Background: an optimization exercise with open tools, aiming at small area and a short achievable clock period. Do not read the settings as production practice.
The RTL was checked by simulation tests, not by an equivalence proof against the original design.
The clock port is modelled as an ideal driver; clocking choices that lean on that would not hold on a real chip.
Power and IR drop assume default switching activity.

**config.mk**
```make
export PLATFORM = sky130hd
export DESIGN_NAME = coef_grad_bank
export DESIGN_NICKNAME = coef_grad_bank
export VERILOG_FILES = /design/flow/design.v
export SDC_FILE = /design/flow/constraint.sdc
export NUM_CORES = 4
export LEC_CHECK = 0
export CAP_MARGIN = 20
export CELL_PAD_IN_SITES_DETAIL_PLACEMENT = 1
export CELL_PAD_IN_SITES_GLOBAL_PLACEMENT = 1
export CORE_MARGIN = 2
export CORE_UTILIZATION = 30
export PLACE_DENSITY = 0.5
export SLEW_MARGIN = 35
```
**constraint.sdc**
```tcl
create_clock -name core_clock -period 10.5 [get_ports {clk}]
set_input_delay 2.1000 -clock core_clock [delete_from_list [all_inputs] [get_ports {clk}]]
set_output_delay 2.1000 -clock core_clock [all_outputs]
set_load 0.01 [all_outputs]
```
**design.v**
```verilog
module coef_grad_bank #(
  parameter int NC    = 99,
  parameter int N     = 16,
  parameter int G     = 4,
  parameter int LR_SH = 3
) (
  input  logic            clk,
  input  logic            rst,
  input  logic [NC-1:0]   bp_we,
  input  logic            dtb,
  input  logic [NC*N-1:0] grad_in,
  output logic [N-1:0]    bus_out,
  output logic            bus_en,
  output logic [15:0]     samples,
  output logic            save_done,
  output logic            onehot_err
);
  localparam int A  = N + G;
  localparam int IW = (NC > 1) ? $clog2(NC) : 1;
  logic signed [A-1:0] acc [NC];
  logic [IW-1:0]       sel;
  logic                any_we;
  logic                one_hot;
  logic signed [A-1:0] shifted;
  logic                fits;
  logic [N-1:0]        rd_val;
  always_comb begin
    sel = '0;
    for (int k = 0; k < NC; k++)
      if (bp_we[k]) sel = IW'(k);
  end
  assign any_we  = |bp_we;
  assign one_hot = any_we &&
                   ((bp_we & (bp_we - NC'(1))) == '0);
  assign shifted = acc[sel] >>> LR_SH;
  assign fits = (&shifted[A-1:N-1]) || ~(|shifted[A-1:N-1]);
  always_comb begin
    if (fits)
      rd_val = shifted[N-1:0];
    else if (shifted[A-1])
      rd_val = {1'b1, {(N-1){1'b0}}};
    else
      rd_val = {1'b0, {(N-1){1'b1}}};
  end
  always_ff @(posedge clk or negedge rst) begin
    if (!rst) begin
      for (int k = 0; k < NC; k++)
        acc[k] <= '0;
    end else begin
      for (int k = 0; k < NC; k++) begin
        if (!dtb && bp_we[k])
          acc[k] <= acc[k] + {{G{grad_in[k*N+N-1]}}, grad_in[k*N +: N]};
        else if (dtb && one_hot && bp_we[k])
          acc[k] <= '0;
      end
    end
  end
  always_ff @(posedge clk or negedge rst) begin
    if (!rst) begin
      bus_out    <= '0;
      bus_en     <= 1'b0;
      samples    <= '0;
      save_done  <= 1'b0;
      onehot_err <= 1'b0;
    end else begin
      unique case (1'b1)
        !dtb: begin
          bus_en    <= 1'b0;
          save_done <= 1'b0;
          if (any_we && samples != 16'hFFFF)
            samples <= samples + 16'd1;
        end
        dtb && one_hot: begin
          bus_out   <= rd_val;
          bus_en    <= 1'b1;
          save_done <= bp_we[NC-1];
          if (bp_we[NC-1])
            samples <= '0;
        end
        dtb && any_we && !one_hot: begin
          bus_out    <= '0;
          bus_en     <= 1'b0;
          save_done  <= 1'b0;
          onehot_err <= 1'b1;
        end
        default: begin
          bus_en    <= 1'b0;
          save_done <= 1'b0;
        end
      endcase
    end
  end
endmodule
```
**run.sh**
```bash
#!/bin/bash
# synth_recipe.tcl (not shown) runs the flow's synth.tcl, then flattens the netlist and writes it again
# the make line also repeats each setting of config.mk as NAME=value (left out here)
make -C /OpenROAD-flow-scripts/flow DESIGN_CONFIG=/design/flow/config.mk WORK_HOME=/design/flow/orfs CLKGATE_MAP_FILE= SYNTH_SCRIPT=/design/flow/synth_recipe.tcl finish
```
==> summary.txt, run 1 <==
- Status: complete, no violations
- Via count: 167k
- Part of the power in registers: 0.323
- IO buf count: 1720
- CTS buffer count: 293
- Post-synthesis mux area share: 0.00168
- Worst R2R Start: acc[79][19]
- Post-Syn Instances: 18.0k
- Root Buffer: clkbuf_16
- Top Ports: 1721
- DP HPWL: 959 mm
- Avg Cell Area, Syn: 9.03 um2
- Post-layout min period: 9.19 ns
- Hold path start: acc[2][2]
- CP Max Fanout: 27
- Number of remaining DRC errors: 0
- Clock buffer depth: 4
- Setup crit end kind: register
- Core Footprint: 540000 um2
- Leakage dissipation: 89.3 nW
- Hold slack final: 0.485 ns
- Clk slew on worst S/H paths: 0.05 ns
- Grt peak-use layer: met2
- Tot GR Track Use: 0.400
- Peak supply drop: 0.135 mV
- Synth Area in Compound Gates: 0.279
- Die height: 740 um
- Synth cell types: 95
- Setup violators final: 0
- RSZ-0062 raised after global routing: no
- Initial antenna violation count: 284
- Internal power: 31.9 mW
- # rows: 270
- Number of fill cells in the layout: 61.7k
- Drt wl/cell: 41.1 um
- PwrDens: 304 nW/um2
- Synth Cell Area: 163000 um2
- Hold path cells: 2
- Setup CP Type: in -> reg
- Reg2reg end: bus_out[10]
- Dpl cell area: 193000 um2
- WP data arrival: 10.03 ns
- Reg-to-reg setup timing slack: 5.25 ns
- GRT overflow: 0
- H-tree depth: 5
- DP Worst Slack: 0.683 ns
- Initial core utilization: 0.301
- Worst-margin pin slew: 1.14 ns
- Setup WS post-layout: 1.31 ns
- Die area: 548000 um2
- Postcts setup bufs: 0
- Post-synthesis adder-cell area fraction: 0.157
- WP data required: 11.34 ns
- Synth Area in Simple Gates: 0.129
- Worst hold path class: reg -> reg
- Layout cells sized above 1: 0.0753
- Die X: 740 um
- Fin nets: 23.7k
- Gate power share: 0.504
- Clk_skew: 0.0743 ns
- Yosys reg bits: 2015
- Path depth of the worst reg2reg path: 11
- Psw: 29.9 mW
- Number of global-route vias before repair: 163k
- Via-per-instance ratio: 6.07
- DRT Wirelength: 1140 mm
- Final RePlAce weighted congestion: 1.07
- DR pass1 iterations: 10
- PostCTS Resize Cnt: 0
- Area growth syn-to-layout: 25.2%
- Largest net degree at the start of global routing: 140
- Slew headroom: 0.239
- Post-synthesis xor/xnor area fraction: 0.0906
- Routed Antenna Nets: 0
- GR Util met3: 0.100
- Net Sw Frac: 0.484
- Max Cap Violations: 0
- Ys flop type: dfrtp_1
- Global routing usage on met1: 0.508
- Core Util, Final: 0.377
- Share of synthesized flip-flops with an asynchronous set or reset: 1.00
- Max-slew violations: 0
- Seq/Total Area, Yosys: 0.310
- Hold endpoint: acc[2][2]
- Synth warn: 2
- Global-route wire length before repair: 1500 mm
- Combinational family with the most area after synthesis: compound AO/OA/AOI/OAI gates
- Final instance area: 204000 um2
- Clk pwr share: 0.173
- Critical Path Start Type: primary input
- F_max: 109 MHz
- Met2 usage: 0.591
- Worst-Skew Late Latency: 1.01 ns
- Syn Nets: 21.7k
- Final Hold Viols: 0
- Period utilization: 0.876
- Hold Buf Count CTS: 0
- Number of synthesized flops with an enable pin: 0
- Clock sinks: 2015
- Total power draw: 61.8 mW
- DR iter-0 viols: 17.8k
- TritonCTS clock tree: built
area by class of cell:
cell class              count  area, um2  area share
diodes                    143        358     0.00176
clock buffers             429       8630      0.0424
clock inverters            88       1280     0.00631
inverters                 755       2830      0.0139
multi-input cells       14600     109000       0.533
flip-flops and latches   2015      50400       0.248
well taps                7208       9020      0.0443
repair buffers           2353      22400       0.110
sequential cells by signal, indices dropped and copies added, names as in the netlist:
| name | flops |
|---|---|
| save_done | 1 |
| bus_out | 16 |
| acc | 1980 |
| samples | 16 |
| onehot_err | 1 |
| bus_en | 1 |
power by group through the flow:
stage / clock [mW] / sequential (mW) / combinational, mW
after global routing: 11.1 / 19.8 / 34.6
after floorplan: 0 / 13.6 / 23.6
after CTS: 10.9 / 19.7 / 30.8
final: 10.7 / 20.0 / 31.1
after detailed placement: 0 / 19.8 / 30.6
after global placement: 0 / 19.8 / 30.1
synth_stat cells, drive strengths merged, types with 33 or more instances:
cell / count / share of area
or2: 71 / 0.0027
a21o: 291 / 0.013
ha: 1882 / 0.14
o31ai: 151 / 0.0071
or3: 68 / 0.0026
nor3: 606 / 0.019
xor2: 532 / 0.029
nand2b: 136 / 0.0052
nand4: 105 / 0.0040
a32oi: 38 / 0.0020
a22o: 1391 / 0.075
a41oi: 70 / 0.0038
o21a: 174 / 0.0080
inv: 755 / 0.017
o211ai: 33 / 0.0015
nor2b: 219 / 0.0084
dfrtp: 2015 / 0.31
or4: 37 / 0.0017
xnor2: 1151 / 0.062
buf: 98 / 0.0030
nand2: 1286 / 0.030
o21bai: 610 / 0.028
a31o: 53 / 0.0029
a32o: 45 / 0.0028
fa: 99 / 0.012
a221o: 50 / 0.0031
a21oi: 1217 / 0.037
clkbuf: 523 / 0.012
nand3: 423 / 0.013
o21ai: 1156 / 0.036
a31oi: 115 / 0.0044
a211oi: 153 / 0.0071
a221oi: 130 / 0.0070
a211o: 73 / 0.0039
o41ai: 96 / 0.0052
and3: 161 / 0.0062
and2: 102 / 0.0039
nor2: 1075 / 0.025
a22oi: 286 / 0.013
a222oi: 90 / 0.0055
nor4: 131 / 0.0053
o41a: 47 / 0.0033
o22ai: 94 / 0.0037
layout by cell type, fill, tap and decap left out, types with 160 or more instances in the layout:
cell type           n
dfrtp_1          2010
ha_1             1882
clkdlybuf4s50_1  1701
a22o_1           1391
nand2_1          1278
a21oi_1          1211
xnor2_1          1151
o21ai_0          1135
nor2_1           1003
inv_1             755
o21bai_1          610
buf_4             576
nor3_1            557
xor2_1            532
nand3_1           421
clkbuf_16         297
a21o_1            291
a22oi_1           281
nor2b_1           182
o21a_1            173
and3_1            160
cell families (layout without fill, tap and decap cells):
group	after synthesis	count (layout)
AOI/OAI and AO/OA	6453	6453
xor gates and xnor gates	1683	1683
adders and majority gates	1984	1984
buffers and inverters	1376	3625
DFF	2015	2015
muxes	26	26
other	0	143
and+or+nand+nor	4461	4461
critical path, cell delays in order:
cell	delay, ns
clkdlybuf4s50_1	0.93
or4_1	0.73
o311ai_0	0.14
a21oi_1	0.17
a2111oi_0	0.56
o21ai_0	0.45
and3_4	0.49
o22ai_4	0.51
buf_4	0.42
nor2_4	0.19
buf_16	0.21
a22oi_1	0.86
o211ai_1	0.46
nor4_1	0.64
buf_4	0.27
nand3_1	0.09
o211a_2	0.29
a221o_1	0.39
per-stage QoR:
step           setup TNS (ns)  std cells
2_1_floorplan               0      18000
3_3_place_gp           -0.996      26900
3_5_place_dp                0      26900
4_1_cts                     0      27400
5_1_grt                     0      27500
6_report                    0      27600
worst max path at each step:
| stage | cells after the start | from | endpoint | slack (ns) |
|---|---|---|---|---|
| after CTS | 17 | bp_we[8] | bus_out[12] | 1.67 |
| final | 18 | bp_we[44] | bus_out[10] | 1.31 |
| after global routing | 18 | bp_we[8] | bus_out[7] | 1.58 |
| after global placement | 16 | bp_we[72] | bus_out[5] | -0.41 |
| after floorplan | 18 | bp_we[36] | bus_out[10] | 4.14 |
| after detailed placement | 17 | bp_we[8] | bus_out[6] | 0.68 |
routing by layer:
| layer | vias up | share of wire |
|---|---|---|
| li1 | 71800 | - |
| met1 | 85700 | 0.41 |
| met2 | 7597 | 0.42 |
| met3 | 2161 | 0.086 |
| met4 | 140 | 0.086 |
| met5 | - | 0.00086 |
==> run 2: changes to the inputs <==
==> design.v (replaced) <==
module coef_grad_bank #(
  parameter int NC    = 99,
  parameter int N     = 16,
  parameter int G     = 4,
  parameter int LR_SH = 3
) (
  input  logic            clk,
  input  logic            rst,
  input  logic [NC-1:0]   bp_we,
  input  logic            dtb,
  input  logic [NC*N-1:0] grad_in,
  output logic [N-1:0]    bus_out,
  output logic            bus_en,
  output logic [15:0]     samples,
  output logic            save_done,
  output logic            onehot_err
);
  localparam int A  = N + G;
  localparam int NCB = 3;
  localparam int CP0 = 5;
  localparam int CP1 = 10;
  localparam int CP2 = 15;
  logic any_we, many_we, one_hot;
  always_comb begin
    logic [127:0] an, mn;
    an = '0; mn = '0;
    an[NC-1:0] = bp_we;
    for (int w = 64; w >= 1; w = w / 2) begin
      for (int i = 0; i < w; i++) begin
        mn[i] = mn[2*i] | mn[2*i+1] | (an[2*i] & an[2*i+1]);
        an[i] = an[2*i] | an[2*i+1];
      end
    end
    any_we  = an[0];
    many_we = mn[0];
  end
  assign one_hot = any_we & ~many_we;
  logic [A-1:0]   sq [NC];    
  logic [NCB-1:0] cq [NC];    
  logic [NC-1:0]  vq;         
  for (genvar k = 0; k < NC; k++) begin : g_acc
    logic [A-1:0]   s_q;
    logic [NCB-1:0] c_q;
    logic           v_q;
    logic [A-1:0]   a, b, sum;
    logic [NCB-1:0] ci, co;
    logic [A:0]     cy;
    logic           we;
    assign we = ~dtb & bp_we[k];
    assign a  = s_q & {A{v_q}};
    assign ci = c_q & {NCB{v_q}};
    assign b  = {{G{grad_in[k*N+N-1]}}, grad_in[k*N +: N]} & {A{we}};
    always_comb begin
      cy[0] = 1'b0;
      co    = '0;
      for (int i = 0; i < A; i++) begin
        logic c;
        if (i == CP0)      c = ci[0];
        else if (i == CP1) c = ci[1];
        else if (i == CP2) c = ci[2];
        else               c = cy[i];
        sum[i]  = a[i] ^ b[i] ^ c;
        cy[i+1] = (a[i] & b[i]) | (a[i] & c) | (b[i] & c);
        if (i + 1 == CP0) co[0] = cy[i+1];
        if (i + 1 == CP1) co[1] = cy[i+1];
        if (i + 1 == CP2) co[2] = cy[i+1];
      end
    end
    always_ff @(posedge clk) begin
      s_q <= sum;
      c_q <= co;
    end
    always_ff @(posedge clk or negedge rst) begin
      if (!rst) v_q <= 1'b0;
      else      v_q <= ~(dtb & bp_we[k] & one_hot);
    end
    assign sq[k] = s_q;
    assign cq[k] = c_q;
    assign vq[k] = v_q;
  end
  logic [A-1:0]   rs0, rs;
  logic [NCB-1:0] rc0, rc;
  logic           rv;
  always_comb begin
    rs0 = '0;
    rc0 = '0;
    for (int k = 0; k < NC; k++) begin
      rs0 = rs0 | (sq[k] & {A{bp_we[k]}});
      rc0 = rc0 | (cq[k] & {NCB{bp_we[k]}});
    end
  end
  assign rv = |(vq & bp_we);
  assign rs = rs0 & {A{rv}};
  assign rc = rc0 & {NCB{rv}};
  logic signed [A-1:0] val, shifted;
  logic                fits;
  logic [N-1:0]        rd_val;
  assign val = rs + (A'(rc[0]) << CP0) + (A'(rc[1]) << CP1) + (A'(rc[2]) << CP2);
  assign shifted = val >>> LR_SH;
  assign fits = (&shifted[A-1:N-1]) || ~(|shifted[A-1:N-1]);
  always_comb begin
    if (fits)
      rd_val = shifted[N-1:0];
    else if (shifted[A-1])
      rd_val = {1'b1, {(N-1){1'b0}}};
    else
      rd_val = {1'b0, {(N-1){1'b1}}};
  end
  always_ff @(posedge clk or negedge rst) begin
    if (!rst) begin
      bus_out    <= '0;
      bus_en     <= 1'b0;
      samples    <= '0;
      save_done  <= 1'b0;
      onehot_err <= 1'b0;
    end else begin
      bus_en    <= dtb & one_hot;
      save_done <= dtb & one_hot & bp_we[NC-1];
      if (!dtb) begin
        if (any_we && samples != 16'hFFFF)
          samples <= samples + 16'd1;
      end else if (any_we) begin
        bus_out <= one_hot ? rd_val : '0;
        if (many_we)
          onehot_err <= 1'b1;
        else if (bp_we[NC-1])
          samples <= '0;
      end
    end
  end
endmodule
==> run 2 against run 1 <==
Effect of this change: still clean on timing, DRC and antenna; worst hold slack improved by 0.069 ns; fmax rose by 14%; critical path depth fell by 3; clock-buffer cell count rose by 4; clock power barely moved; setup slack improved by 1.1 ns; first-iteration DRC count fell by 7.7%; sequential share of layout area rose by 4.6 points; sequential power rose by 38%; routed wire length rose by 2.6%; cell count fell by 27%; die area fell by 20%.
==> summary.txt, run 2 <==
- Die area: 437000 um2
- Core Util, Final: 0.388
- Setup WS post-layout: 2.41 ns
- Post-synth top cells: and2_1, dfxtp_1, fa_1
- GRT overflow: 0
- Worst hold path class: reg -> reg
- Number of global-route vias before repair: 116k
- Initial core utilization: 0.301
- Die X: 661 um
- CP Depth: 15
- Number of fill cells in the layout: 47.0k
- Ys flop type: dfxtp_1
- Number of remaining DRC errors: 0
- Reg-to-reg setup timing slack: 3.63 ns
- Worst Path Buf+Inv: 2
- # rows: 241
- Final instance area: 167000 um2
- Share of synthesized flip-flops with an asynchronous set or reset: 0.0556
- DP Worst Slack: 1.65 ns
- IO buf count: 1720
- Reg2reg end: bus_out[0]
- Setup violators final: 0
- Seq/Total Area, Yosys: 0.378
- Post-Syn Instances: 11.9k
- Path depth of the worst reg2reg path: 15
- Max Cap Violations: 0
- Avg Cell Area, Syn: 10.9 um2
- Slew headroom: 0.157
- RSZ-0062 raised after global routing: no
- Slowest stage delay, CP: 0.90 ns
- PwrDens: 336 nW/um2
- Final Hold Viols: 0
- Via count: 117k
- Clock sinks: 2411
- Leakage dissipation: 71.8 nW
- CP Max Fanout: 22
- Most frequent cells in the layout: and2_1, dfxtp_1, fa_1
- DRT Wirelength: 1170 mm
- Clk_skew: 0.0935 ns
- Most frequent cell after synthesis: and2_1
- WP data arrival: 8.87 ns
- Largest register by flop count: g_acc.s_q
- Via-per-instance ratio: 5.79
- Root Buffer: clkbuf_16
- CTS buffer count: 296
- Synth Cell Area: 130000 um2
- Clk slew on worst S/H paths: 0.05 ns
- Hold slack final: 0.554 ns
- Crit path cell chain: clkdlybuf4s50_1, a22o_1, a221oi_1, nand4_1, or4_4, nor4_4, buf_4, a21oi_1, ha_1, or4b_2, and4b_1, mux2i_4, nand4b_4, xor2_2, a22oi_1
- Most common cell after layout, fill and taps aside: and2_1
- Dpl cell area: 156000 um2
- Tot GR Track Use: 0.523
- Fin nets: 17.4k
- CP max-delay cell: clkdlybuf4s50_1
- TritonCTS clock tree: built
- DR pass1 iterations: 6
- Area share of the largest cell type after synthesis: 0.352
- DP HPWL: 1010 mm
- Yosys reg bits: 2411
- Synth area leader: dfxtp_1
- Area growth syn-to-layout: 28.8%
- WP data required: 11.28 ns
- DR iter-0 viols: 16.4k
- Core Footprint: 430000 um2
- Synth warn: 3
- Initial antenna violation count: 459
- Syn Nets: 15.5k
- Setup TNS: 0 ns
- Synth top area cells: dfxtp_1, fa_1, and2_1
- Worst-Skew Late Latency: 1.01 ns
- Top Ports: 1721
- F_max: 124 MHz
- Postcts setup bufs: 0
- Top cell family by delay on the critical path: simple AND/OR/NAND/NOR gates
- Clock buffer depth: 4
- Worst R2R Start: g_acc[15].v_q
- Worst-margin pin slew: 1.26 ns
- Crit path launch: bp_we[15]
- Max reg flops: 1980
- PostCTS Resize Cnt: 0
- Number of synthesized flops with an enable pin: 0
- Post-layout min period: 8.09 ns
- Largest net degree at the start of global routing: 50
- Setup crit end kind: register
- Die height: 661 um
- Layout cells sized above 1: 0.0904
- Peak supply drop: 0.160 mV
- Routed Antenna Nets: 0
- Synth cell types: 67
- Max-slew violations: 0
- Period utilization: 0.770
- Critical Path Start Type: primary input
- CP endpoint: bus_out[0]
- Hold Buf Count CTS: 0
- Global-route wire length before repair: 1410 mm
- H-tree depth: 5
- Setup CP Type: in -> reg
- Status: complete, no violations
- Final RePlAce weighted congestion: 1.13
- Drt wl/cell: 57.7 um
## run 2: cell types whose count changed in the layout (fill, tap and decap cells not counted), moves of 518 or more
cell	before	now
dfrtp_1	2010	121
xor2_1	532	14
ha_1	1882	104
dfxtp_1	0	2232
nor2_1	1003	34
a21oi_1	1211	26
xnor2_1	1151	204
a22o_1	1391	362
nor3_1	557	12
fa_1	99	1782
and2_1	101	2875
o21ai_0	1135	11
o21bai_1	610	1
## run 2: area by class of cell
class | count | area, um2 | area share
clock inverter | 90 | 1150 | 0.00691
tap | 5710 | 7140 | 0.0428
antenna | 429 | 1070 | 0.00643
multi-input combinational | 7701 | 74400 | 0.446
sequential | 2411 | 49000 | 0.294
timing repair buffer | 2239 | 21000 | 0.126
clock buffer | 433 | 8600 | 0.0515
inverter | 1193 | 4480 | 0.0268
## run 2: how the worst min path moves through the flow
stage | slack [ns] | endpoint | from | cells after the start
after floorplan | 0.49 | onehot_err | onehot_err | 1
after global placement | 0.53 | g_acc[36].s_q[0] | g_acc[36].s_q[0] | 2
after detailed placement | 0.54 | g_acc[31].s_q[0] | g_acc[31].s_q[0] | 2
after CTS | 0.56 | g_acc[31].s_q[0] | g_acc[31].s_q[0] | 2
after global routing | 0.57 | g_acc[77].s_q[0] | g_acc[77].s_q[0] | 2
final | 0.55 | g_acc[26].s_q[0] | g_acc[26].s_q[0] | 2
## run 2: worst min-delay path, delay by kind of cell (launching register included)
family	cells	cell delay, ns
AND/OR/NAND/NOR	1	0.12
adder cells (fa/ha/maj)	1	0.11
flip-flops	1	0.30
## run 2: logic make-up after synthesis
family,Yosys count,synth area share
compound gates,1152,0.0745
simple gates,4439,0.192
fa+ha+maj,1888,0.286
buf+inv,1818,0.0544
xor+xnor,220,0.0151
flops,2411,0.378
mux,2,0.000261
## run 2: power breakdown
group	switching, mW	internal (mW)
Sequential	13.8	13.8
Clock	4.59	6.17
Combinational	10.5	7.17
Total	28.9	27.2
## run 2: per-stage QoR
| stage | total power, mW | instances |
|---|---|---|
| global placement | 41.7 | 19200 |
| global route | 56.1 | 20000 |
| CTS | 53.9 | 19800 |
| detailed placement | 42.9 | 19200 |
| floorplan | 24.9 | 11900 |
| finish | 56.0 | 20200 |
## run 2: per-layer routing
metal / global-route usage / vias to the layer above / part of all wire
met1: 0.600 / 62200 / 0.36
met2: 0.731 / 9639 / 0.41
met5: 0 / - / 0.0012
li1: - / 42100 / -
met3: 0.216 / 2967 / 0.12
met4: 0.495 / 110 / 0.11
==> run 3: changes to the inputs <==
==> design.v (replaced) <==
module coef_grad_bank #(
  parameter int NC    = 99,
  parameter int N     = 16,
  parameter int G     = 4,
  parameter int LR_SH = 3
) (
  input  logic            clk,
  input  logic            rst,
  input  logic [NC-1:0]   bp_we,
  input  logic            dtb,
  input  logic [NC*N-1:0] grad_in,
  output logic [N-1:0]    bus_out,
  output logic            bus_en,
  output logic [15:0]     samples,
  output logic            save_done,
  output logic            onehot_err
);
  localparam int A = N + G;
  localparam logic [A-1:0] CBM = A'((1 << 5) | (1 << 10) | (1 << 15));
  logic any_we, many_we, one_hot;
  always_comb begin
    logic [127:0] an, mn;
    an = '0; mn = '0;
    an[NC-1:0] = bp_we;
    for (int w = 64; w >= 1; w = w / 2) begin
      for (int i = 0; i < w; i++) begin
        mn[i] = mn[2*i] | mn[2*i+1] | (an[2*i] & an[2*i+1]);
        an[i] = an[2*i] | an[2*i+1];
      end
    end
    any_we  = an[0];
    many_we = mn[0];
  end
  assign one_hot = any_we & ~many_we;
  logic [A-1:0] sq [NC];    
  logic [A-1:0] cq [NC];    
  logic [NC-1:0] vq;        
  for (genvar k = 0; k < NC; k++) begin : g_acc
    logic [A-1:0] s_q, c_q;
    logic         v_q;
    logic [A-1:0] a, b, c, sum, cy;
    assign a = s_q & {A{v_q}};
    assign b = {{G{grad_in[k*N+N-1]}}, grad_in[k*N +: N]} & {A{bp_we[k] & ~dtb}};
    always_comb begin
      for (int i = 0; i < A; i++) begin
        if (i == 0)      c[i] = 1'b0;
        else if (CBM[i]) c[i] = c_q[i] & v_q;
        else             c[i] = cy[i-1];
        sum[i] = a[i] ^ b[i] ^ c[i];
        cy[i]  = (a[i] & b[i]) | (a[i] & c[i]) | (b[i] & c[i]);
      end
    end
    always_ff @(posedge clk) begin
      s_q <= sum;
      for (int i = 1; i < A; i++)
        if (CBM[i]) c_q[i] <= cy[i-1];
    end
    always_ff @(posedge clk or negedge rst) begin
      if (!rst) v_q <= 1'b0;
      else      v_q <= ~(dtb & bp_we[k] & one_hot);
    end
    assign sq[k] = s_q;
    assign cq[k] = c_q & CBM;
    assign vq[k] = v_q;
  end
  logic [A-1:0] rs, rc;
  logic         rv;
  always_comb begin
    rs = '0;
    rc = '0;
    for (int k = 0; k < NC; k++) begin
      rs = rs | (sq[k] & {A{bp_we[k]}});
      rc = rc | (cq[k] & {A{bp_we[k]}});
    end
  end
  assign rv = |(vq & bp_we);
  logic [A-1:0] val;
  logic [N-1:0] rd_val;
  assign val = rs + (rc & CBM);
  always_comb begin
    if (val[A-1] == val[A-2])
      rd_val = val[A-2:LR_SH];
    else if (val[A-1])
      rd_val = {1'b1, {(N-1){1'b0}}};
    else
      rd_val = {1'b0, {(N-1){1'b1}}};
  end
  always_ff @(posedge clk or negedge rst) begin
    if (!rst) begin
      bus_out    <= '0;
      bus_en     <= 1'b0;
      samples    <= '0;
      save_done  <= 1'b0;
      onehot_err <= 1'b0;
    end else begin
      bus_en    <= dtb & one_hot;
      save_done <= dtb & one_hot & bp_we[NC-1];
      if (!dtb) begin
        if (any_we && samples != 16'hFFFF)
          samples <= samples + 16'd1;
      end else if (any_we) begin
        bus_out <= (rv & ~many_we) ? rd_val : '0;
        if (many_we)
          onehot_err <= 1'b1;
        else if (bp_we[NC-1])
          samples <= '0;
      end
    end
  end
endmodule
--- a/config.mk
+++ b/config.mk
@@ -9,6 +9,8 @@
 export CELL_PAD_IN_SITES_DETAIL_PLACEMENT = 1
 export CELL_PAD_IN_SITES_GLOBAL_PLACEMENT = 1
 export CORE_MARGIN = 2
-export CORE_UTILIZATION = 30
-export PLACE_DENSITY = 0.5
+export CORE_UTILIZATION = 55
+export CTS_CLUSTER_DIAMETER = 80
+export CTS_CLUSTER_SIZE = 24
+export PLACE_DENSITY = 0.65
 export SLEW_MARGIN = 35
==> run 3 against run 2 <==
Effect of this change: the flow now stops in global routing (5_1_grt); area after synthesis is 0.23% higher; synthesized cell count about the same.
==> summary.txt, run 3 <==
- # rows: 178
- Postcts setup bufs: 0
- Area share of the largest cell type after synthesis: 0.351
- Die X: 490 um
- DP HPWL: 692 mm
- Global-route wire length before repair: 1380 mm
- Synth area leader: dfxtp_1
- Status: aborted with a tool error
- Top Ports: 1721
- Tot GR Track Use: 0.846
- Log Error: [ERROR GRT-0116] Global routing finished with congestion. Check the congestion regions in the DRC Viewer.
- Die height: 490 um
- Seq/Total Area, Yosys: 0.377
- GRT overflow: 4432
- H-tree depth: 4
- Post-Syn Instances: 11.9k
- Fail Step: global routing (5_1_grt)
- CTS buffer count: 140
- Synth cell types: 63
- Clock buffer depth: 3
- Syn Nets: 15.5k
- PostCTS Resize Cnt: 0
- Synth Cell Area: 130000 um2
- Clock sinks: 2411
- Avg Cell Area, Syn: 10.9 um2
- Post-synth top cells: and2_1, dfxtp_1, fa_1
- Most frequent cell after synthesis: and2_1
- Hold Buf Count CTS: 0
- Yosys reg bits: 2411
- Share of synthesized flip-flops with an asynchronous set or reset: 0.0556
- Largest net degree at the start of global routing: 67
- Dpl cell area: 150000 um2
- Final RePlAce weighted congestion: 1.76
- Initial core utilization: 0.552
- Root Buffer: clkbuf_16
- Synth top area cells: dfxtp_1, fa_1, and2_1
- Ys flop type: dfxtp_1
- IO buf count: 1720
- Synth warn: 3
- Number of synthesized flops with an enable pin: 0
- Number of global-route vias before repair: 141k
## run 3: cell count changes after synthesis, moves of 16 or more
cell / delta
a22oi_1: +116
a22o_1: -56
a221oi_1: -47
clkbuf_1: -36
nand3_1: +35
nor4_1: -30
nor3_1: +24
nand2_1: -22
a21oi_1: -18
buf_6: +17
buf_2: +16
## run 3: kinds of logic after synthesis
family                     synth area share
muxes                              0.000193
buffers and inverters                0.0560
and+or+nand+nor                       0.194
adders and majority gates             0.285
xor gates and xnor gates             0.0150
DFF                                   0.377
AOI/OAI and AO/OA                    0.0724
## run 3: how the worst min path moves through the flow
stage / end / slack (ns) / depth (start not counted) / from
after global placement: onehot_err / 0.48 / 1 / onehot_err
after detailed placement: onehot_err / 0.50 / 1 / onehot_err
after floorplan: onehot_err / 0.49 / 1 / onehot_err
after CTS: onehot_err / 0.52 / 1 / onehot_err
## run 3: power by group through the flow
stage / Sequential (mW) / Clock (mW) / Combinational [mW]
floorplan: 15.3 / 0 / 9.58
global placement: 21.2 / 0 / 13.9
detailed placement: 21.3 / 0 / 15.7
CTS: 21.2 / 6.50 / 16.1
## run 3: routing by layer
metal	global-route usage	GRT overflow
met1	0.836	806
met2	0.987	1981
met3	0.737	704
met4	0.820	855
met5	0.520	86
## run 3: through the flow
stage | cells | setup slack, ns | power, mW
after floorplan | 11900 | 5.05 | 24.9
after detailed placement | 16400 | 3.44 | 37.0
after global placement | 16400 | 3.40 | 35.0
after CTS | 16700 | 4.27 | 43.8
==> run 4: changes to the inputs <==
==> flow/run.sh (new file) <==
#!/bin/bash
set -o pipefail
export PRE_GLOBAL_PLACE_TCL=$PWD/flow/pre_global_place.tcl
bash standard.sh > standard_flow.log 2>&1
st=$?
tail -40 standard_flow.log
exit $st
==> flow/pre_global_place.tcl (new file) <==
# Buffer every input and output port here with the smallest buffer, then tell
# global_place.tcl not to buffer them again.
if { !$::env(DONT_BUFFER_PORTS) } {
  buffer_ports -buffer_cell sky130_fd_sc_hd__buf_1
  set ::env(DONT_BUFFER_PORTS) 1
}
==> standard.sh (new file) <==
#!/bin/bash
# synth_recipe.tcl (not shown) runs the flow's synth.tcl, then flattens the netlist and writes it again
# the make line also repeats each setting of config.mk as NAME=value (left out here)
make -C /OpenROAD-flow-scripts/flow DESIGN_CONFIG=/design/flow/config.mk WORK_HOME=/design/flow/orfs CLKGATE_MAP_FILE= SYNTH_SCRIPT=/design/flow/synth_recipe.tcl "${@:-finish}"
removed: run.sh
==> run 4 against run 3 <==
Effect of this change: area after synthesis did not move; the run again fails in global routing (5_1_grt); synthesized cell count did not move.
==> summary.txt, run 4 <==
- Dpl cell area: 132000 um2
- Top Ports: 1721
- Die height: 490 um
- Tot GR Track Use: 0.788
- Clock buffer depth: 3
- DP Worst Slack: 3.90 ns
- Largest net degree at the start of global routing: 135
- H-tree depth: 4
- PostCTS Resize Cnt: 0
- Log Error: [ERROR GRT-0116] Global routing finished with congestion. Check the congestion regions in the DRC Viewer.
- Synth cell types: 63
- Seq/Total Area, Yosys: 0.377
- Synth area leader: dfxtp_1
- Root Buffer: clkbuf_16
- Number of global-route vias before repair: 121k
- Die X: 490 um
- Post-synth top cells: and2_1, dfxtp_1, fa_1
- DP HPWL: 724 mm
- Synth top area cells: dfxtp_1, fa_1, and2_1
- Area share of the largest cell type after synthesis: 0.351
- Number of synthesized flops with an enable pin: 0
- Final RePlAce weighted congestion: 1.36
- Share of synthesized flip-flops with an asynchronous set or reset: 0.0556
- Yosys reg bits: 2411
- CTS buffer count: 136
- Ys flop type: dfxtp_1
- Status: aborted with a tool error
- Most frequent cell after synthesis: and2_1
- Avg Cell Area, Syn: 10.9 um2
- DP Cell Count: 14.6k
- IO buf count: 1621
- Syn Nets: 15.5k
- Post-Syn Instances: 11.9k
- Hold Buf Count CTS: 0
- # rows: 178
- Synth warn: 3
- Synth Cell Area: 130000 um2
- Postcts setup bufs: 0
- Global-route wire length before repair: 1220 mm
- GRT overflow: 4
- Fail Step: global routing (5_1_grt)
- Initial core utilization: 0.552
- Clock sinks: 2411
[run 4: kinds of logic after synthesis]
kind of cell,Yosys count,synth area share
mux,2,0.000193
compound gates,1137,0.0724
buf+inv,1820,0.0560
fa+ha+maj,1888,0.285
xor+xnor,223,0.0150
simple gates,4460,0.194
flops,2411,0.377
[run 4: worst max-delay path by stage]
stage | slack (ns) | cells past startpoint | start | endpoint
2_1_floorplan | 5.05 | 13 | bp_we[38] | g_acc[38].s_q[14]
3_5_place_dp | 3.90 | 13 | bp_we[54] | bus_out[5]
4_1_cts | 4.75 | 13 | bp_we[54] | bus_out[10]
3_3_place_gp | 3.41 | 12 | bp_we[54] | bus_out[2]
[run 4: per-layer routing]
metal	overflow	global-route usage
met5	0	0.414
met4	1	0.829
met3	0	0.639
met2	3	0.933
met1	0	0.776
[run 4: power by group through the flow]
stage	clock network, mW	logic (mW)	registers [mW]
2_1_floorplan	0	9.58	15.3
3_3_place_gp	0	12.8	22.8
3_5_place_dp	0	14.6	22.9
4_1_cts	6.23	15.3	22.8
==> run 5: changes to the inputs <==
==> flow/run.sh (replaced) <==
#!/bin/bash
export PRE_GLOBAL_PLACE_TCL=$PWD/flow/pre_global_place.tcl
bash standard.sh > standard_flow.log 2>&1
st=$?
tail -40 standard_flow.log
exit $st
==> flow/pre_global_place.tcl (replaced) <==
# Make the buffer_ports call in global_place.tcl use the smallest buffer.
if { [info procs my_orig_buffer_ports] eq "" } {
  rename buffer_ports my_orig_buffer_ports
  proc buffer_ports { args } {
    my_orig_buffer_ports -buffer_cell sky130_fd_sc_hd__buf_1 {*}$args
  }
}
--- a/config.mk
+++ b/config.mk
@@ -9,8 +9,8 @@
 export CELL_PAD_IN_SITES_DETAIL_PLACEMENT = 1
 export CELL_PAD_IN_SITES_GLOBAL_PLACEMENT = 1
 export CORE_MARGIN = 2
-export CORE_UTILIZATION = 55
+export CORE_UTILIZATION = 40
 export CTS_CLUSTER_DIAMETER = 80
 export CTS_CLUSTER_SIZE = 24
-export PLACE_DENSITY = 0.65
+export PLACE_DENSITY = 0.55
 export SLEW_MARGIN = 35
==> run 5 against run 4 <==
Effect of this change: now fails the layout checks on max-slew violations; synthesized cell count stayed put; area after synthesis unchanged.
==> summary.txt, run 5 <==
- Die X: 574 um
- Postcts setup bufs: 0
- Core Footprint: 323000 um2
- Largest net degree at the start of global routing: 55
- DP HPWL: 894 mm
- Via-per-instance ratio: 6.62
- Share of synthesized flip-flops with an asynchronous set or reset: 0.0556
- Root Buffer: clkbuf_16
- Multi-input gate area: 74300 um2
- Status: complete, but fails checks
- # rows: 209
- IO buf count: 1720
- Number of global-route vias before repair: 118k
- Slew headroom: -0.0202
- Number of synthesized flops with an enable pin: 0
- Setup TNS: 0 ns
- CP max-delay cell: o41ai_2
- Final RePlAce weighted congestion: 1.24
- Critical Path Start Type: primary input
- Area growth syn-to-layout: 15.3%
- Hold slack final: 0.545 ns
- Number of fill cells in the layout: 35.7k
- DRT Wirelength: 1070 mm
- Most common cell after layout, fill and taps aside: and2_1
- PostCTS Resize Cnt: 0
- Synth Cell Area: 130000 um2
- Worst-margin pin slew: 1.53 ns
- Total power draw: 52.0 mW
- WP data required: 11.34 ns
- Avg Cell Area, Syn: 10.9 um2
- Clock sinks: 2411
- Layout cells sized above 1: 0.0741
- RSZ-0062 raised after global routing: no
- Setup CP Type: in -> reg
- Clk_skew: 0.0705 ns
- Register area: 49000 um2
- Synth area leader: dfxtp_1
- GRT overflow: 0
- Clock buffer depth: 4
- Routed Antenna Nets: 0
- F_max: 136 MHz
- Period utilization: 0.701
- DR iter-0 viols: 19.5k
- Synth warn: 3
- WP data arrival: 8.20 ns
- Synth cell types: 63
- Max Cap Violations: 0
- Peak supply drop: 0.236 mV
- Worst-Skew Late Latency: 0.97 ns
- Core Util, Final: 0.463
- Slowest stage delay, CP: 0.86 ns
- TritonCTS clock tree: built
- Post-synth top cells: and2_1, dfxtp_1, fa_1
- CTS buffer count: 147
- Syn Nets: 15.5k
- Die area: 329000 um2
- Top Ports: 1721
- Most frequent cells in the layout: and2_1, dfxtp_1, fa_1
- Top cell family by delay on the critical path: compound AO/OA/AOI/OAI gates
- Max-slew violations: 9
- Global-route wire length before repair: 1310 mm
- Final Hold Viols: 0
- Initial core utilization: 0.401
- Setup crit end kind: register
- Max reg flops: 1980
- H-tree depth: 4
- Die height: 574 um
- CP Max Fanout: 14
- Most frequent cell after synthesis: and2_1
- Hold Buf Count CTS: 0
- Leakage dissipation: 64.8 nW
- Tot GR Track Use: 0.631
- Yosys reg bits: 2411
- Ys flop type: dfxtp_1
- Fin nets: 17.2k
- Post-layout min period: 7.36 ns
- Worst Path Buf+Inv: 3
- Number of remaining DRC errors: 0
- Crit path cell chain: clkbuf_2, a22oi_1, buf_4, nand4_1, buf_6, nor4_2, nand3_1, ha_1, o21ai_2, o41ai_2, nand3_4, a211o_1, a21oi_2, a221o_1
- Initial antenna violation count: 451
- Setup violators final: 0
- Synth top area cells: dfxtp_1, fa_1, and2_1
- Worst hold path class: reg -> reg
- Area share of the largest cell type after synthesis: 0.351
- Seq/Total Area, Yosys: 0.377
- Drt wl/cell: 57.5 um
- Failed Checks: max-slew violations
- Via count: 123k
- Clk slew on worst S/H paths: 0.08 ns
- Largest register by flop count: g_acc.s_q
- PwrDens: 347 nW/um2
- Post-Syn Instances: 11.9k
- DR pass1 iterations: 8
-- run 5: cell counts after synthesis --
Identical to the previous run, type by type.
-- run 5: metrics by stage --
stage	setup slack [ns]	instance area [um2]	std cells
after floorplan	5.05	130000	11900
after global placement	2.05	143000	17800
after detailed placement	2.76	143000	17800
after CTS	3.67	148000	18100
after global routing	3.39	149000	18300
final	3.14	150000	18600
-- run 5: final cells by class --
cell class	instances	area share
Tap cell	4325	0.0362
Antenna cell	490	0.00819
Timing Repair Buffer	2201	0.0691
Inverter	1194	0.0300
Sequential cell	2411	0.327
Multi-Input combinational cell	7710	0.497
Clock inverter	73	0.00659
Clock buffer	177	0.0261
-- run 5: final timing paths --
path / slack (ns) / end / startpoint / cells past startpoint
max in group asynchronous: 7.08 / g_acc[1].v_q / rst / 3
min reg2reg: 0.55 / bus_out[3] / bus_out[3] / 1
min in group asynchronous: 1.29 / samples[10] / rst / 1
max: 3.14 / bus_out[11] / bp_we[50] / 14
max reg2reg: 4.41 / bus_out[11] / g_acc[98].s_q[10] / 13
min: 0.55 / bus_out[3] / bus_out[3] / 1
-- run 5: power by group --
group          switching, mW  internal (mW)  total [mW]  leakage (nW)
Sequential              13.6           13.8        27.4          20.5
Combinational           10.8           7.00        17.8          42.0
Clock                   3.87           2.98        6.85          2.35
Total                   28.2           23.8        52.0          64.8
-- run 5: per-layer routing --
layer  part of all wire  GRT usage
met3               0.16      0.401
met4               0.13      0.657
met5             0.0040     0.0942
met2               0.38      0.828
met1               0.33      0.649
-- run 5: cell families (layout without fill, tap and decap cells) --
kind of cell	Yosys count	count (layout)	share of synthesized area
other cells	0	490	0
simple gates	4460	4460	0.194
mux	2	2	0.000193
fa+ha+maj	1888	1888	0.285
compound gates	1137	1137	0.0724
xor+xnor	223	223	0.0150
buf+inv	1820	3645	0.0560
flops	2411	2411	0.377
-- run 5: worst register-to-register path, cell delays in order, from the launching register on --
cell	delay (ns)
dfxtp_1	0.64
a22oi_1	0.76
buf_4	0.22
nand4_1	0.40
buf_6	0.35
nor4_2	0.67
nand3_1	0.21
ha_1	0.50
o21ai_2	0.14
o41ai_2	0.86
nand3_4	0.24
a211o_1	0.38
a21oi_2	0.46
a221o_1	0.21
==> run 6: changes to the inputs <==
--- a/config.mk
+++ b/config.mk
@@ -13,4 +13,5 @@
 export CTS_CLUSTER_DIAMETER = 80
 export CTS_CLUSTER_SIZE = 24
 export PLACE_DENSITY = 0.55
+export SETUP_SLACK_MARGIN = 5.0
 export SLEW_MARGIN = 35
==> run 6 against run 5 <==
Effect of this change: the layout fails its checks (max-capacitance violations, max-slew violations); clock skew decreased by 0.010 ns; first-iteration DRC count increased by 1.2%; sequential power about the same; largest cell class unchanged; largest power group unchanged.
==> summary.txt, run 6 <==
- Register area: 49000 um2
- Number of synthesized flops with an enable pin: 0
- Critical Path Start Type: primary input
- IO buf count: 1720
- CP Max Fanout: 14
- Largest net degree at the start of global routing: 55
- DR iter-0 viols: 19.8k
- Core Footprint: 323000 um2
- Status: complete, but fails checks
- CP Depth: 12
- Worst hold path class: reg -> reg
- Die height: 574 um
- Max reg flops: 1980
- Fin nets: 17.3k
- Initial antenna violation count: 433
- Reg2reg end: bus_out[1]
- Top cell family by delay on the critical path: simple AND/OR/NAND/NOR gates
- WP data required: 11.32 ns
- Top Ports: 1721
- Largest register by flop count: g_acc.s_q
- Post-Syn Instances: 11.9k
- Worst-margin pin slew: 1.71 ns
- RSZ-0062 raised after global routing: no
- Setup violators final: 0
- H-tree depth: 4
- Area share of the largest cell type after synthesis: 0.351
- Setup crit end kind: register
- Number of fill cells in the layout: 35.5k
- Max Cap Violations: 1
- Synth area leader: dfxtp_1
- Layout cells sized above 1: 0.0800
- Global-route wire length before repair: 1310 mm
- Number of global-route vias before repair: 118k
- CP endpoint: bus_out[14]
- Syn Nets: 15.5k
- Via count: 123k
- Avg Cell Area, Syn: 10.9 um2
- Setup TNS: 0 ns
- Tot GR Track Use: 0.631
- TritonCTS clock tree: built
- Die area: 329000 um2
- Peak supply drop: 0.177 mV
- CTS buffer count: 147
- Final RePlAce weighted congestion: 1.24
- Die X: 574 um
- Most frequent cells in the layout: and2_1, dfxtp_1, fa_1
- Number of remaining DRC errors: 0
- Crit path cell chain: clkbuf_2, a22o_2, a221oi_1, buf_4, nand3_1, nor3_1, nand3_1, nand2_4, a41oi_4, a21boi_4, buf_12, a221o_1
- Max-slew violations: 4
- # rows: 209
- Share of synthesized flip-flops with an asynchronous set or reset: 0.0556
- Crit path top cell by count: nand3_1
- GRT overflow: 0
- Slowest stage delay, CP: 0.62 ns
- Multi-input gate area: 74800 um2
- Worst-Skew Late Latency: 0.98 ns
- Yosys reg bits: 2411
- Worst R2R Start: g_acc[98].s_q[10]
- Setup CP Type: in -> reg
- Ys flop type: dfxtp_1
- Drt wl/cell: 57.3 um
- Worst Path Buf+Inv: 3
- Most common cell after layout, fill and taps aside: and2_1
- Clk_skew: 0.0605 ns
- Post-synth top cells: and2_1, dfxtp_1, fa_1
- DRT Wirelength: 1060 mm
- Synth Cell Area: 130000 um2
- Clock buffer depth: 4
- Final Hold Viols: 0
- CP max-delay cell: a22o_2
- Seq/Total Area, Yosys: 0.377
- Synth top area cells: dfxtp_1, fa_1, and2_1
- Path depth of the worst reg2reg path: 13
- Hold Buf Count CTS: 0
- Synth warn: 3
- PwrDens: 345 nW/um2
- Most frequent cell after synthesis: and2_1
- F_max: 171 MHz
- DR pass1 iterations: 10
- Period utilization: 0.558
- Root Buffer: clkbuf_16
- DP HPWL: 894 mm
- Crit path launch: bp_we[14]
- Area growth syn-to-layout: 16.0%
- Via-per-instance ratio: 6.64
- Hold slack final: 0.547 ns
- Reg-to-reg setup timing slack: 5.70 ns
- Clock sinks: 2411
- Post-layout min period: 5.85 ns
- Clk slew on worst S/H paths: 0.08 ns
- Slew headroom: -0.142
- Failed Checks: max-capacitance violations, max-slew violations
- Leakage dissipation: 65.2 nW
- Routed Antenna Nets: 0
- Total power draw: 51.9 mW
- Initial core utilization: 0.401
- Synth cell types: 63
- WP data arrival: 6.67 ns
run 6: cell count changes in the layout (fill, tap and decap cells not counted), moves of 9 or more:
cell,before,now
nor4_4,16,26
diode_2,490,438
buf_6,6,25
buf_2,17,27
clkbuf_2,97,68
buf_12,9,18
buf_8,5,15
a221oi_1,265,251
clkbuf_4,6,26
buf_4,440,429
run 6: layout make-up:
class / instances / area share
clock buffers: 177 / 0.0259
well taps: 4325 / 0.0359
multi-input cells: 7710 / 0.497
inverters: 1194 / 0.0298
diodes: 438 / 0.00728
clock inverters: 73 / 0.00655
repair buffers: 2230 / 0.0723
flip-flops and latches: 2411 / 0.325
run 6: how the worst min path moves through the flow:
stage / startpoint / end / slack (ns) / depth (start not counted)
6_report: bus_out[3] / bus_out[3] / 0.55 / 1
5_1_grt: bus_out[3] / bus_out[3] / 0.58 / 1
4_1_cts: bus_out[3] / bus_out[3] / 0.54 / 1
3_5_place_dp: bus_out[3] / bus_out[3] / 0.52 / 1
3_3_place_gp: g_acc[60].s_q[0] / g_acc[60].s_q[0] / 0.53 / 2
2_1_floorplan: onehot_err / onehot_err / 0.49 / 1
run 6: what timing repair did:
action,CTS,global route
gates cloned,0,0
pin swaps,17,31
buffers inserted,16,10
endpoints found under the setup margin,120,102
resized for setup,91,76
run 6: per-stage QoR:
stage | std cells | utilization | worst slack [ns] | area [um2]
2_1_floorplan | 11900 | - | 5.05 | 130000
3_3_place_gp | 17800 | 0.441 | 2.05 | 143000
3_5_place_dp | 17800 | 0.443 | 2.76 | 143000
4_1_cts | 18100 | 0.460 | 5.00 | 149000
5_1_grt | 18300 | 0.463 | 4.86 | 150000
6_report | 18600 | 0.465 | 4.65 | 151000
run 6: cell families (layout without fill, tap and decap cells):
group | after synthesis | count (layout) | share of synthesized area
AO/OA/AOI/OAI | 1137 | 1137 | 0.0724
XOR/XNOR | 223 | 223 | 0.0150
adder cells (fa/ha/maj) | 1888 | 1888 | 0.285
buffers and inverters | 1820 | 3674 | 0.0560
flip-flops | 2411 | 2411 | 0.377
multiplexers | 2 | 2 | 0.000193
other | 0 | 438 | 0
AND/OR/NAND/NOR | 4460 | 4460 | 0.194
run 6: report_power, final:
group          total [mW]  internal [mW]  switching [mW]
Sequential           27.3           13.8            13.5
Combinational        17.7           7.02            10.7
Clock                6.84           2.98            3.87
run 6: per-layer routing:
metal / track usage / share of wire / vias to the layer above
li1: - / - / 41700
met1: 0.659 / 0.33 / 63400
met2: 0.828 / 0.38 / 13400
met3: 0.384 / 0.16 / 4540
met4: 0.662 / 0.13 / 108
met5: 0.0857 / 0.0029 / -
==> run 7: changes to the inputs <==
--- a/design.v
+++ b/design.v
@@ -16,7 +16,7 @@
   output logic            onehot_err
 );
   localparam int A = N + G;
-  localparam logic [A-1:0] CBM = A'((1 << 5) | (1 << 10) | (1 << 15));
+  localparam logic [A-1:0] CBM = A'((1 << 4) | (1 << 8) | (1 << 12) | (1 << 16));
   logic any_we, many_we, one_hot;
   always_comb begin
     logic [127:0] an, mn;
@@ -32,36 +32,36 @@
     many_we = mn[0];
   end
   assign one_hot = any_we & ~many_we;
-  logic [A-1:0] sq [NC];    
-  logic [A-1:0] cq [NC];    
-  logic [NC-1:0] vq;        
+  logic [A-1:0]  nsq [NC];   
+  logic [A-1:0]  ncq [NC];   
+  logic [NC-1:0] nvq;        
   for (genvar k = 0; k < NC; k++) begin : g_acc
-    logic [A-1:0] s_q, c_q;
-    logic         v_q;
-    logic [A-1:0] a, b, c, sum, cy;
-    assign a = s_q & {A{v_q}};
-    assign b = {{G{grad_in[k*N+N-1]}}, grad_in[k*N +: N]} & {A{bp_we[k] & ~dtb}};
+    logic [A-1:0] ns_q, nc_q;
+    logic         nv_q;
+    logic [A-1:0] na, nb, nc, nsum, ncy;
+    assign na = ns_q | {A{nv_q}};
+    assign nb = ~({{G{grad_in[k*N+N-1]}}, grad_in[k*N +: N]} & {A{bp_we[k] & ~dtb}});
     always_comb begin
       for (int i = 0; i < A; i++) begin
-        if (i == 0)      c[i] = 1'b0;
-        else if (CBM[i]) c[i] = c_q[i] & v_q;
-        else             c[i] = cy[i-1];
-        sum[i] = a[i] ^ b[i] ^ c[i];
-        cy[i]  = (a[i] & b[i]) | (a[i] & c[i]) | (b[i] & c[i]);
+        if (i == 0)      nc[i] = 1'b1;
+        else if (CBM[i]) nc[i] = nc_q[i] | nv_q;
+        else             nc[i] = ncy[i-1];
+        nsum[i] = na[i] ^ nb[i] ^ nc[i];
+        ncy[i]  = (na[i] & nb[i]) | (na[i] & nc[i]) | (nb[i] & nc[i]);
       end
     end
     always_ff @(posedge clk) begin
-      s_q <= sum;
+      ns_q <= nsum;
       for (int i = 1; i < A; i++)
-        if (CBM[i]) c_q[i] <= cy[i-1];
+        if (CBM[i]) nc_q[i] <= ncy[i-1];
     end
     always_ff @(posedge clk or negedge rst) begin
-      if (!rst) v_q <= 1'b0;
-      else      v_q <= ~(dtb & bp_we[k] & one_hot);
+      if (!rst) nv_q <= 1'b1;
+      else      nv_q <= dtb & bp_we[k] & one_hot;
     end
-    assign sq[k] = s_q;
-    assign cq[k] = c_q & CBM;
-    assign vq[k] = v_q;
+    assign nsq[k] = ns_q;
+    assign ncq[k] = nc_q | ~CBM;
+    assign nvq[k] = nv_q;
   end
   logic [A-1:0] rs, rc;
   logic         rv;
@@ -69,11 +69,11 @@
     rs = '0;
     rc = '0;
     for (int k = 0; k < NC; k++) begin
-      rs = rs | (sq[k] & {A{bp_we[k]}});
-      rc = rc | (cq[k] & {A{bp_we[k]}});
+      rs = rs | (~nsq[k] & {A{bp_we[k]}});
+      rc = rc | (~ncq[k] & {A{bp_we[k]}});
     end
   end
-  assign rv = |(vq & bp_we);
+  assign rv = |(~nvq & bp_we);
   logic [A-1:0] val;
   logic [N-1:0] rd_val;
   assign val = rs + (rc & CBM);
==> config.mk (replaced) <==
export PLATFORM = sky130hd
export DESIGN_NAME = coef_grad_bank
export DESIGN_NICKNAME = coef_grad_bank
export VERILOG_FILES = /design/flow/design.v
export SDC_FILE = /design/flow/constraint.sdc
export NUM_CORES = 4
export LEC_CHECK = 0
export CAP_MARGIN = 40
export CELL_PAD_IN_SITES_DETAIL_PLACEMENT = 1
export CELL_PAD_IN_SITES_GLOBAL_PLACEMENT = 1
export CORE_MARGIN = 2
export CORE_UTILIZATION = 35
export CTS_CLUSTER_DIAMETER = 80
export CTS_CLUSTER_SIZE = 24
export PLACE_DENSITY = 0.5
export SETUP_SLACK_MARGIN = 5.0
export SLEW_MARGIN = 50
==> run 7 against run 6 <==
Effect of this change: the run now finishes clean; sequential share of layout area rose by 0.72 points; die area rose by 12%; core utilization fell by 4.0 points; area after synthesis fell by 1.7%; routed wire length rose by 12%; total power rose by 5.5%; flip-flop and latch count rose by 99; critical endpoint is now bus_out[1].
==> summary.txt, run 7 <==
- Die area: 369000 um2
- Via-per-instance ratio: 6.71
- Slowest stage delay, CP: 0.51 ns
- Post-synth top cells: dfxtp_1, or2_2, fa_1
- Total power draw: 54.8 mW
- Number of global-route vias before repair: 122k
- Worst Path Buf+Inv: 5
- Ys flop type: dfxtp_1
- Post-Syn Instances: 11.7k
- Core Util, Final: 0.425
- Crit path top cell by count: nand4_1
- IO buf count: 1720
- Final RePlAce weighted congestion: 1.22
- Final Hold Viols: 0
- Setup TNS: 0 ns
- Worst hold path class: reg -> reg
- Most common cell after layout, fill and taps aside: dfxtp_1
- Clk_skew: 0.0628 ns
- Global-route wire length before repair: 1440 mm
- PwrDens: 355 nW/um2
- DP Worst Slack: 2.33 ns
- DRT Wirelength: 1200 mm
- Post-layout min period: 5.89 ns
- Hold slack final: 0.540 ns
- Root Buffer: clkbuf_16
- Routed Antenna Nets: 0
- CTS buffer count: 154
- Syn Nets: 15.3k
- Fin nets: 17.2k
- Reg2reg end: bus_out[1]
- Max Cap Violations: 0
- H-tree depth: 4
- Number of synthesized flops with an enable pin: 0
- Most frequent cells in the layout: dfxtp_1, or2_2, fa_1
- Number of fill cells in the layout: 39.6k
- Synth Cell Area: 128000 um2
- TritonCTS clock tree: built
- Initial antenna violation count: 538
- WP data required: 11.36 ns
- Slew headroom: 0.284
- Worst-margin pin slew: 1.07 ns
- Via count: 128k
- CP Max Fanout: 12
- Peak supply drop: 0.166 mV
- RSZ-0062 raised after global routing: yes
- WP data arrival: 6.75 ns
- Top cell family by delay on the critical path: simple AND/OR/NAND/NOR gates
- Avg Cell Area, Syn: 10.9 um2
- Most frequent cell after synthesis: dfxtp_1
- Clock sinks: 2510
- Tot GR Track Use: 0.624
- Max-slew violations: 0
- Status: complete, no violations
- Setup WS post-layout: 4.61 ns
- Seq/Total Area, Yosys: 0.400
- Area growth syn-to-layout: 20.8%
- Share of synthesized flip-flops with an asynchronous set or reset: 0.0534
- Layout cells sized above 1: 0.276
- Worst-Skew Late Latency: 1.00 ns
- Die height: 608 um
- Max reg flops: 1980
- Leakage dissipation: 55.8 nW
- Period utilization: 0.561
- Setup violators final: 0
- # rows: 221
- Top Ports: 1721
- Die X: 608 um
- F_max: 170 MHz
- CP max-delay cell: ha_4
- Largest net degree at the start of global routing: 59
- Hold path start: onehot_err
- Number of remaining DRC errors: 0
- Synth top area cells: dfxtp_1, fa_1, or2_2
- Clk slew on worst S/H paths: 0.10 ns
- Worst R2R Start: g_acc[50].ns_q[13]
- Synth cell types: 81
- Critical Path Start Type: primary input
- Area share of the largest cell type after synthesis: 0.373
- Hold path cells: 1
- DR pass1 iterations: 7
- Hold endpoint: onehot_err
- Initial core utilization: 0.352
- GRT overflow: 0
- Clock buffer depth: 4
- Synth area leader: dfxtp_1
- Setup CP Type: in -> reg
- Reg-to-reg setup timing slack: 5.52 ns
- Drt wl/cell: 62.5 um
- Crit path cell chain: clkbuf_8, inv_2, buf_8, buf_4, o22ai_1, nor4_1, nand4bb_1, nor2_1, nand4_1, ha_4, and3_1, nand4_1, nand4_4, xor2_4, clkbuf_16, a22oi_1
- Path depth of the worst reg2reg path: 13
- Setup crit end kind: register
- Yosys reg bits: 2510
- Core Footprint: 363000 um2
- Largest register by flop count: g_acc.ns_q
- DR iter-0 viols: 19.1k
- DP HPWL: 1010 mm
- Synth warn: 3
==> run 7: cell families after synthesis <==
group,after synthesis,share of synthesized area
buf+inv,929,0.0287
xor+xnor,214,0.0148
flops,2510,0.400
simple gates,5021,0.206
mux,1,0.0000785
compound gates,1130,0.0604
fa+ha+maj,1889,0.290
==> run 7: where the power goes <==
part	internal, mW	total, mW	leakage (nW)	switching (mW)
Clock	3.11	7.25	2.52	4.15
Sequential	14.3	27.1	21.5	12.8
Combinational	7.76	20.4	31.9	12.7
==> run 7: routing by layer <==
layer	global-route usage	share of wire	up-vias	wire (um)
met2	0.832	0.39	14500	462000
li1	-	-	42400	-
met3	0.358	0.14	5513	173000
met1	0.646	0.33	65800	392000
met4	0.687	0.14	142	164000
met5	0.0324	0.0029	-	3470
==> run 7: worst max-delay path by stage <==
stage               cells past startpoint  startpoint     endpoint  slack, ns
floorplan                              15   bp_we[54]  bus_out[12]       5.00
global placement                       12   bp_we[61]   bus_out[0]       1.71
detailed placement                     15    bp_we[1]   bus_out[1]       2.33
CTS                                    19    bp_we[9]   bus_out[2]       4.85
global route                           17   bp_we[50]  bus_out[14]       4.95
finish                                 16   bp_we[32]   bus_out[1]       4.61
==> run 7: timing repair <==
action | 4_1_cts | 5_1_grt
gates resized for setup | 253 | 206
setup buffers | 27 | 69
setup endpoints to repair | 49 | 21
hold buffers | 0 | 0
gates cloned | 2 | 3
pin swaps | 23 | 36
==> run 7: through the flow <==
stage / cells / cell area, um2
after global placement: 18100 / 141000
after CTS: 18400 / 151000
after floorplan: 11700 / 128000
after detailed placement: 18100 / 144000
final: 19100 / 154000
after global routing: 18700 / 153000
==> run 7: cell type report <==
class	count	area, um2	area share
inverters	398	1950	0.0127
diodes	635	1590	0.0103
repair buffers	2270	11700	0.0757
flip-flops and latches	2510	51300	0.333
clock inverters	73	1150	0.00749
clock buffers	180	4070	0.0264
well taps	4794	6000	0.0389
multi-input cells	8255	76400	0.496
repair inverters	2	17.5	0.000114
==> run 7: worst reg2reg max path, delay by kind of cell (launching register included) <==
family                    cells  cell delay (ns)
and+or+nand+nor               6             2.38
AOI/OAI and AO/OA             3             0.88
buffers and inverters         3             0.70
DFF                           1             0.67
xor gates and xnor gates      1             0.25
==> run 8: changes to the inputs <==
==> flow/run.sh (replaced) <==
#!/bin/bash
source flow/margins.sh
export PRE_GLOBAL_PLACE_TCL=$PWD/flow/pre_global_place.tcl
export PRE_FLOORPLAN_TCL=$PWD/flow/pre_floorplan.tcl
export PRE_CTS_TCL=$PWD/flow/pre_cts.tcl
export PRE_GLOBAL_ROUTE_TCL=$PWD/flow/pre_global_route.tcl
bash standard.sh > standard_flow.log 2>&1
st=$?
tail -40 standard_flow.log
exit $st
==> flow/margins.sh (new file) <==
export FLOW_MARGIN_FLOORPLAN=0
export FLOW_MARGIN_CTS=6.0
export FLOW_MARGIN_GRT=6.0
==> flow/pre_cts.tcl (new file) <==
# Setup slack margin for this step's repair_timing.
set ::env(SETUP_SLACK_MARGIN) $::env(FLOW_MARGIN_CTS)
puts "bench flow: SETUP_SLACK_MARGIN $::env(SETUP_SLACK_MARGIN)"
==> flow/pre_floorplan.tcl (new file) <==
# Setup slack margin for this step's repair_timing.
set ::env(SETUP_SLACK_MARGIN) $::env(FLOW_MARGIN_FLOORPLAN)
puts "bench flow: SETUP_SLACK_MARGIN $::env(SETUP_SLACK_MARGIN)"
==> flow/pre_global_route.tcl (new file) <==
# Setup slack margin for this step's repair_timing.
set ::env(SETUP_SLACK_MARGIN) $::env(FLOW_MARGIN_GRT)
puts "bench flow: SETUP_SLACK_MARGIN $::env(SETUP_SLACK_MARGIN)"
--- a/config.mk
+++ b/config.mk
@@ -13,5 +13,4 @@
 export CTS_CLUSTER_DIAMETER = 80
 export CTS_CLUSTER_SIZE = 24
 export PLACE_DENSITY = 0.5
-export SETUP_SLACK_MARGIN = 5.0
 export SLEW_MARGIN = 50
==> run 8 against run 7 <==
Effect of this change: flip-flop and latch count unchanged; die area unchanged; setup slack got worse by 0.037 ns; clock skew increased by 0.025 ns; critical path depth decreased by 1; first-iteration DRC count is 4.3% higher; synthesized cell count unchanged; worst hold slack better by 0.034 ns; cell count up 0.92%; via count increased by 1.1%; area after synthesis unchanged.
==> summary.txt, run 8 <==
- Number of fill cells in the layout: 39.6k
- Psw: 29.6 mW
- Worst hold path class: reg -> reg
- Clk_skew: 0.0875 ns
- Number of synthesized flops with an enable pin: 0
- Tot GR Track Use: 0.623
- WP data required: 11.32 ns
- DR iter-0 viols: 19.9k
- Via-per-instance ratio: 6.72
- Synth warn: 3
- Internal power: 25.4 mW
- Part of the power in registers: 0.490
- Most common cell after layout, fill and taps aside: dfxtp_1
- Layout cells sized above 1: 0.304
- Setup violators final: 0
- Net Sw Frac: 0.538
- Synth Cell Area: 128000 um2
- Share of synthesized flip-flops with an asynchronous set or reset: 0.0534
- # rows: 221
- Peak supply drop: 0.163 mV
- WP data arrival: 6.75 ns
- Area share of the largest cell type after synthesis: 0.373
- Period utilization: 0.564
- Most frequent cells in the layout: dfxtp_1, or2_2, fa_1
- PwrDens: 348 nW/um2
- Max Cap Violations: 0
- Core Util, Final: 0.436
- Critical Path Start Type: primary input
- CTS buffer count: 156
- Status: complete, no violations
- Top Ports: 1721
- Clock sinks: 2510
- Via count: 130k
- Setup CP Type: in -> reg
- Die X: 608 um
- Multi-input gate area: 77300 um2
- Post-synthesis xor/xnor area fraction: 0.0148
- Post-synthesis mux area share: 0.0000784
- Setup TNS: 0 ns
- Core Footprint: 363000 um2
- Worst-margin pin slew: 1.01 ns
- Synth Area in Simple Gates: 0.206
- Die area: 369000 um2
- Register area: 51300 um2
- Final instance area: 158000 um2
- Largest register by flop count: g_acc.ns_q
- Max-slew violations: 0
- Number of global-route vias before repair: 121k
- Max reg flops: 1980
- Die height: 608 um
- Post-Syn Instances: 11.7k
- Clk pwr share: 0.134
- Synth area leader: dfxtp_1
- DP HPWL: 1000 mm
- Drt wl/cell: 62.3 um
- Avg Cell Area, Syn: 10.9 um2
- Number of remaining DRC errors: 0
- RSZ-0062 raised after global routing: yes
- CP Max Fanout: 15
- Slew headroom: 0.324
- DR pass1 iterations: 9
- Dpl cell area: 144000 um2
- F_max: 169 MHz
- Initial core utilization: 0.352
- GRT overflow: 0
- Routed Antenna Nets: 0
- Clk slew on worst S/H paths: 0.08 ns
- Setup crit end kind: register
- Hold slack final: 0.575 ns
- Largest net degree at the start of global routing: 52
- Synth cell types: 81
- Worst-Skew Late Latency: 1.02 ns
- Synth top area cells: dfxtp_1, fa_1, or2_2
- Post-synthesis adder-cell area fraction: 0.290
- Fin nets: 17.4k
- TritonCTS clock tree: built
- Yosys reg bits: 2510
- Area growth syn-to-layout: 24.0%
- IO buf count: 1720
- DRT Wirelength: 1200 mm
- Syn Nets: 15.3k
- Gate power share: 0.376
- Ys flop type: dfxtp_1
- Most frequent cell after synthesis: dfxtp_1
- Final Hold Viols: 0
- DP Cell Count: 18.1k
- Final RePlAce weighted congestion: 1.22
- Leakage dissipation: 57.9 nW
- Post-layout min period: 5.93 ns
- Seq/Total Area, Yosys: 0.400
- Synth Area in Compound Gates: 0.0604
- Global-route wire length before repair: 1430 mm
- Non-filler instance count after layout: 19.3k
- Initial antenna violation count: 501
- Combinational family with the most area after synthesis: adder cells
- Post-synth top cells: dfxtp_1, or2_2, fa_1
## run 8: per-stage QoR
| stage | power, mW | setup slack (ns) |
|---|---|---|
| final | 55.0 | 4.57 |
| after global routing | 53.8 | 5.11 |
| after CTS | 51.0 | 5.16 |
| after detailed placement | 43.2 | 2.61 |
| after global placement | 41.2 | 1.40 |
| after floorplan | 25.5 | 4.78 |
## run 8: cell families after synthesis
| kind of cell | count (synthesis) |
|---|---|
| compound gates | 1130 |
| xor+xnor | 214 |
| mux | 1 |
| flops | 2510 |
| fa+ha+maj | 1889 |
| buf+inv | 929 |
| simple gates | 5021 |
## run 8: layout make-up
type / count / area share
well taps: 4794 / 0.0379
flip-flops and latches: 2510 / 0.324
repair buffers: 2501 / 0.0934
multi-input cells: 8258 / 0.489
clock buffers: 187 / 0.0264
inverters: 398 / 0.0128
diodes: 561 / 0.00888
clock inverters: 84 / 0.00751
## run 8: power by group through the flow
stage               sequential, mW  clock [mW]  combinational [mW]
global placement              24.8           0                16.4
detailed placement            24.9           0                18.3
finish                        27.0        7.39                20.7
floorplan                     15.6           0                9.84
CTS                           24.8        7.23                18.9
global route                  25.2        7.61                21.0
## run 8: critical path: stages
cell and delay, ns:
buf_2 0.26, inv_6 0.29, buf_4 0.36, o22ai_1 0.14
nor2_1 0.45, nand4_1 0.57, nor2_1 0.27, nand4_1 0.52
ha_4 0.55, a31oi_1 0.14, o21ai_0 0.26, and4b_4 0.35
xor2_4 0.17, buf_12 0.18, a22oi_2 0.07
## run 8: per-layer routing
| layer | track usage | wire, um |
|---|---|---|
| met4 | 0.697 | 164000 |
| met3 | 0.354 | 174000 |
| met1 | 0.651 | 400000 |
| met2 | 0.820 | 461000 |
| met5 | 0.0517 | 3180 |
## run 8: repair_timing
item,in CTS,in global routing
endpoints found under the setup margin,992,433
endpoints found under the hold margin,0,0
hold buffers,0,0
pin swaps,95,60
buffers inserted,170,140
resized for setup,679,299
gates cloned,2,23
## run 8: path summary, 6_finish.rpt
check                      slack (ns)  cells after the start          startpoint             end
min                              0.57                      2          samples[6]      samples[6]
max                              4.57                     15            bp_we[4]      bus_out[5]
max in group asynchronous        7.37                      4                 rst  g_acc[74].nv_q
min reg2reg                      0.57                      2          samples[6]      samples[6]
max reg2reg                      5.53                     14  g_acc[90].ns_q[17]      bus_out[5]
min in group asynchronous        1.06                      1                 rst      samples[0]

what the ideal ports hide:
Ports are ideal in the flow. The routed layouts listed here were re-timed in OpenROAD.
Step 1 (the two cells are an assumption about what drives the block):
set clk [get_ports {clk}]
set_driving_cell -lib_cell sky130_fd_sc_hd__clkbuf_16 $clk
set_driving_cell -lib_cell sky130_fd_sc_hd__buf_2 [delete_from_list [all_inputs] $clk]
Step 2 also shifts input and output timing later by t, the mid clock arrival at the registers, as if the neighbouring blocks saw the same clock.
Three values: no drivers, after step 1, after step 2; two values: the first two.
run | t (ns) | slack for setup (ns) | latest minus earliest clock arrival (ns) | worst data-port slew with drivers (ns) | cell pins on the clock port's net
run 1 | 1.125 | 1.306 / 1.417 / 0.292 | 0.084 / 0.084 | 0.41 | 1
run 2 | 1.097 | 2.412 / 2.514 / 1.417 | 0.106 / 0.105 | 0.28 | 1
run 5 | 1.066 | 3.143 / 3.254 / 2.188 | 0.077 / 0.077 | 0.22 | 1
run 6 | 1.075 | 4.646 / 4.745 / 3.671 | 0.071 / 0.071 | 0.20 | 1
run 7 | 1.108 | 4.611 / 4.709 / 3.601 | 0.074 / 0.074 | 0.24 | 1
run 8 | 1.103 | 4.574 / 4.689 / 3.586 | 0.103 / 0.103 | 0.32 | 1
For run 1, which loses most, drivers alone change the setup slack by +0.111 ns; drivers and shift together by -1.014 ns.
